Background: an optimization exercise with open tools, aiming at small area. Do not read the settings as production practice.
Function was checked by simulation only, so behaviour that the tests miss may differ from the original.
Power figures rest on the tool's default switching activity, not on a simulated workload.

## main
Design spram_top, start of the top module:
module spram_top (
    input  logic                          clka,
    input  logic                          rsta,      
    input  logic                          req_en,    
    input  logic [(32 / 8)-1:0]   req_we,    
    input  logic [6-1:0]  req_addr,  
    input  logic [32-1:0]  req_din,   
    input  logic                          regcea,
    output logic [32-1:0]  douta
);
==> flow/config.mk <==
export PLATFORM = sky130hd
export DESIGN_NAME = spram_top
export DESIGN_NICKNAME = spram_top
export VERILOG_FILES = /design/flow/design.v
export SDC_FILE = /design/flow/constraint.sdc
export NUM_CORES = 4
export LEC_CHECK = 0
export CAP_MARGIN = 20
export CORE_MARGIN = 2
export CORE_UTILIZATION = 50
export CTS_BUF_LIST = sky130_fd_sc_hd__clkbuf_8
export CTS_CLUSTER_DIAMETER = 50
export CTS_CLUSTER_SIZE = 17
export SLEW_MARGIN = 20
export SYNTH_HIERARCHICAL = 1
==> flow/constraint.sdc <==
create_clock -name core_clock -period 4.0 [get_ports {clka}]
set_input_delay 0.8000 -clock core_clock [delete_from_list [all_inputs] [get_ports {clka}]]
set_output_delay 0.8000 -clock core_clock [all_outputs]
set_load 0.01 [all_outputs]
standard.sh (not shown) runs the stock make flow with config.mk's settings and CLKGATE_MAP_FILE= SYNTH_SCRIPT=/design/flow/synth_recipe.tcl, a recipe that flattens the netlist after the stock synthesis.
==> flow/flow/run.sh <==
#!/bin/bash
# The standard layout, with two changes: CTS inserts no dummy loads and
# uses clkbuf_8 clusters, and the port buffers are buf_1 cells.
set -uo pipefail
export CTS_ARGS="-sink_clustering_enable -repair_clock_nets -dont_use_dummy_load -buf_list sky130_fd_sc_hd__clkbuf_8 -sink_clustering_size 17 -sink_clustering_max_diameter 50"
export BUFFER_PORTS_ARGS="-buffer_cell sky130_fd_sc_hd__buf_1"
bash standard.sh > standard_make.log 2>&1
rc=$?
exit $rc
## Diff of input files: the feature branch against main
Settings: changing CTS_CLUSTER_SIZE from 17 to 14.
==> flow/flow/run.sh <==
#!/bin/bash
# The standard layout, with two changes: CTS inserts no dummy loads and
# uses clkbuf_8 clusters, and the port buffers are buf_1 cells.
set -uo pipefail
export CTS_ARGS="-sink_clustering_enable -repair_clock_nets -dont_use_dummy_load -buf_list sky130_fd_sc_hd__clkbuf_8 -sink_clustering_size 14 -sink_clustering_max_diameter 50"
export BUFFER_PORTS_ARGS="-buffer_cell sky130_fd_sc_hd__buf_1"
bash standard.sh > standard_make.log 2>&1
rc=$?
exit $rc
==> comparison <==
Of main and the feature branch, the lower portion of total power attributed to the clock network belongs to main. The wire length reported by the detailed router of the feature branch and that of main are within noise of each other. Compared with main, the feature branch shows a met3 track demand over resource that is 0.22 points lower. The final critical-path setup slack of the feature branch was inferior to that of main. Clock skew: the feature branch vs main up 0.0056 ns. Routed wire length on met2 (the feature branch vs. main) increases slightly. Relative to main, fraction of area in registers decreased by 0.15 points in the feature branch. On global-route usage, the feature branch tracks main almost exactly. Static leakage power, main and the feature branch, higher one = the feature branch. For the clock tree buffer count of the final layout, the feature branch came in 14 higher than main did.

* * *

Another version of the RTL of spram_top (not shown whole).
Size in the first run: about 6600 cells after synthesis, about 78 I/O pins.
## spram_top
module spram_top (
    input  logic                          clka,
    input  logic                          rsta,      
    input  logic                          req_en,    
    input  logic [(32 / 8)-1:0]   req_we,    
    input  logic [6-1:0]  req_addr,  
    input  logic [32-1:0]  req_din,   
    input  logic                          regcea,
    output logic [32-1:0]  douta
);
clock: 4.0 ns
lec_check: 0
cap_margin: 20
core_margin: 2
core_utilization: 62
cts_buf_list: sky130_fd_sc_hd__clkbuf_8
cts_cluster_diameter: 50
cts_cluster_size: 14
slew_margin: 20
synth_hierarchical: 1
==> flow/flow/run.sh <==
#!/bin/bash
# The standard layout, with two changes: CTS inserts no dummy loads and
# uses clkbuf_8 clusters, and the port buffers are buf_1 cells.
set -uo pipefail
export CTS_ARGS="-sink_clustering_enable -repair_clock_nets -dont_use_dummy_load -buf_list sky130_fd_sc_hd__clkbuf_8 -sink_clustering_size 14 -sink_clustering_max_diameter 50"
export BUFFER_PORTS_ARGS="-buffer_cell sky130_fd_sc_hd__buf_1"
bash standard.sh > standard_make.log 2>&1
rc=$?
exit $rc
Change:
==> flow/run.sh (new file) <==
#!/bin/bash
# synth_recipe.tcl (not shown) runs the flow's synth.tcl, then flattens the netlist and writes it again
# the make line also repeats each setting of config.mk as NAME=value (left out here)
make -C /OpenROAD-flow-scripts/flow DESIGN_CONFIG=/design/flow/config.mk WORK_HOME=/design/flow/orfs CLKGATE_MAP_FILE= SYNTH_SCRIPT=/design/flow/synth_recipe.tcl finish
--- a/flow/config.mk
+++ b/flow/config.mk
@@ -7,5 +7,5 @@
 export LEC_CHECK = 0
-export CAP_MARGIN = 20
+export CAP_MARGIN = 10
 export CORE_MARGIN = 2
-export CORE_UTILIZATION = 62
+export CORE_UTILIZATION = 50
 export CTS_BUF_LIST = sky130_fd_sc_hd__clkbuf_8
@@ -13,3 +13,3 @@
 export CTS_CLUSTER_SIZE = 14
-export SLEW_MARGIN = 20
+export SLEW_MARGIN = 10
 export SYNTH_HIERARCHICAL = 1
removed: flow/flow/run.sh
removed: flow/standard.sh
Result: Non-clock buffer count rises by 50; worst setup slack gains 0.20 ns; count of clock-buffer cells in the layout went up by 28; combinational power rose by about 4%.
Change:
==> flow/flow/run.sh (new file) <==
#!/bin/bash
# The standard layout, with two changes: CTS inserts no dummy loads and
# uses clkbuf_8 clusters, and the port buffers are buf_1 cells.
set -uo pipefail
export CTS_ARGS="-sink_clustering_enable -repair_clock_nets -dont_use_dummy_load -buf_list sky130_fd_sc_hd__clkbuf_8 -sink_clustering_size 14 -sink_clustering_max_diameter 50"
export BUFFER_PORTS_ARGS="-buffer_cell sky130_fd_sc_hd__buf_1"
bash standard.sh > standard_make.log 2>&1
rc=$?
exit $rc
==> flow/standard.sh (new file) <==
#!/bin/bash
# synth_recipe.tcl (not shown) runs the flow's synth.tcl, then flattens the netlist and writes it again
# the make line also repeats each setting of config.mk as NAME=value (left out here)
make -C /OpenROAD-flow-scripts/flow DESIGN_CONFIG=/design/flow/config.mk WORK_HOME=/design/flow/orfs CLKGATE_MAP_FILE= SYNTH_SCRIPT=/design/flow/synth_recipe.tcl "${@:-finish}"
--- a/flow/config.mk
+++ b/flow/config.mk
@@ -7,3 +7,3 @@
 export LEC_CHECK = 0
-export CAP_MARGIN = 10
+export CAP_MARGIN = 20
 export CORE_MARGIN = 2
@@ -13,3 +13,3 @@
 export CTS_CLUSTER_SIZE = 14
-export SLEW_MARGIN = 10
+export SLEW_MARGIN = 20
 export SYNTH_HIERARCHICAL = 1
removed: flow/run.sh
Result: The new run completed with no timing, DRC or antenna violations; worst setup slack is better by 0.043 ns; total power fell by 6.1%; cell area went down by 3.1%; register-to-register slack improved by 0.04 ns; via count fell by 0.89%; synthesized cell count is unchanged; fmax grows by 1.2%; hold slack improved by 0.030 ns; utilization came out lower by 1.8 points; sequential cell count is unchanged.

port drivers added, routing unchanged:
In the flow no input, the clock included, has a driving cell. The finished layouts below were timed again as built, in two steps. Step 1 sets driving cells, clkbuf_16 on the clock port and buf_2 on the other inputs (assumed; they add their load-dependent delay and slew). Step 2 moves the port delays by t, midway between the first and last clock arrival at a register: inputs arrive t later, outputs are due t later. That takes back most of the time a late clock gives input paths. Slacks: no drivers / after step 1 / after step 2; pairs: no drivers / after step 1.
run	t (ns)	setup slack, ns	latest minus earliest clock arrival (ns)
main	0.988	0.370 / 0.370 / -0.099	0.078 / 0.079
the feature branch	1.003	0.295 / 0.295 / -0.081	0.111 / 0.111
the first run of note 2	0.974	0.150 / 0.150 / 0.081	0.085 / 0.085
the second run of note 2	1.018	0.352 / 0.352 / 0.259	0.053 / 0.053
the third run of note 2	1.026	0.396 / 0.396 / 0.255	0.098 / 0.098
Met with ideal ports but missed after step 2: setup timing in main and the feature branch. For main, which loses most, drivers alone change the setup slack by 0.000 ns; drivers and shift together by -0.469 ns.
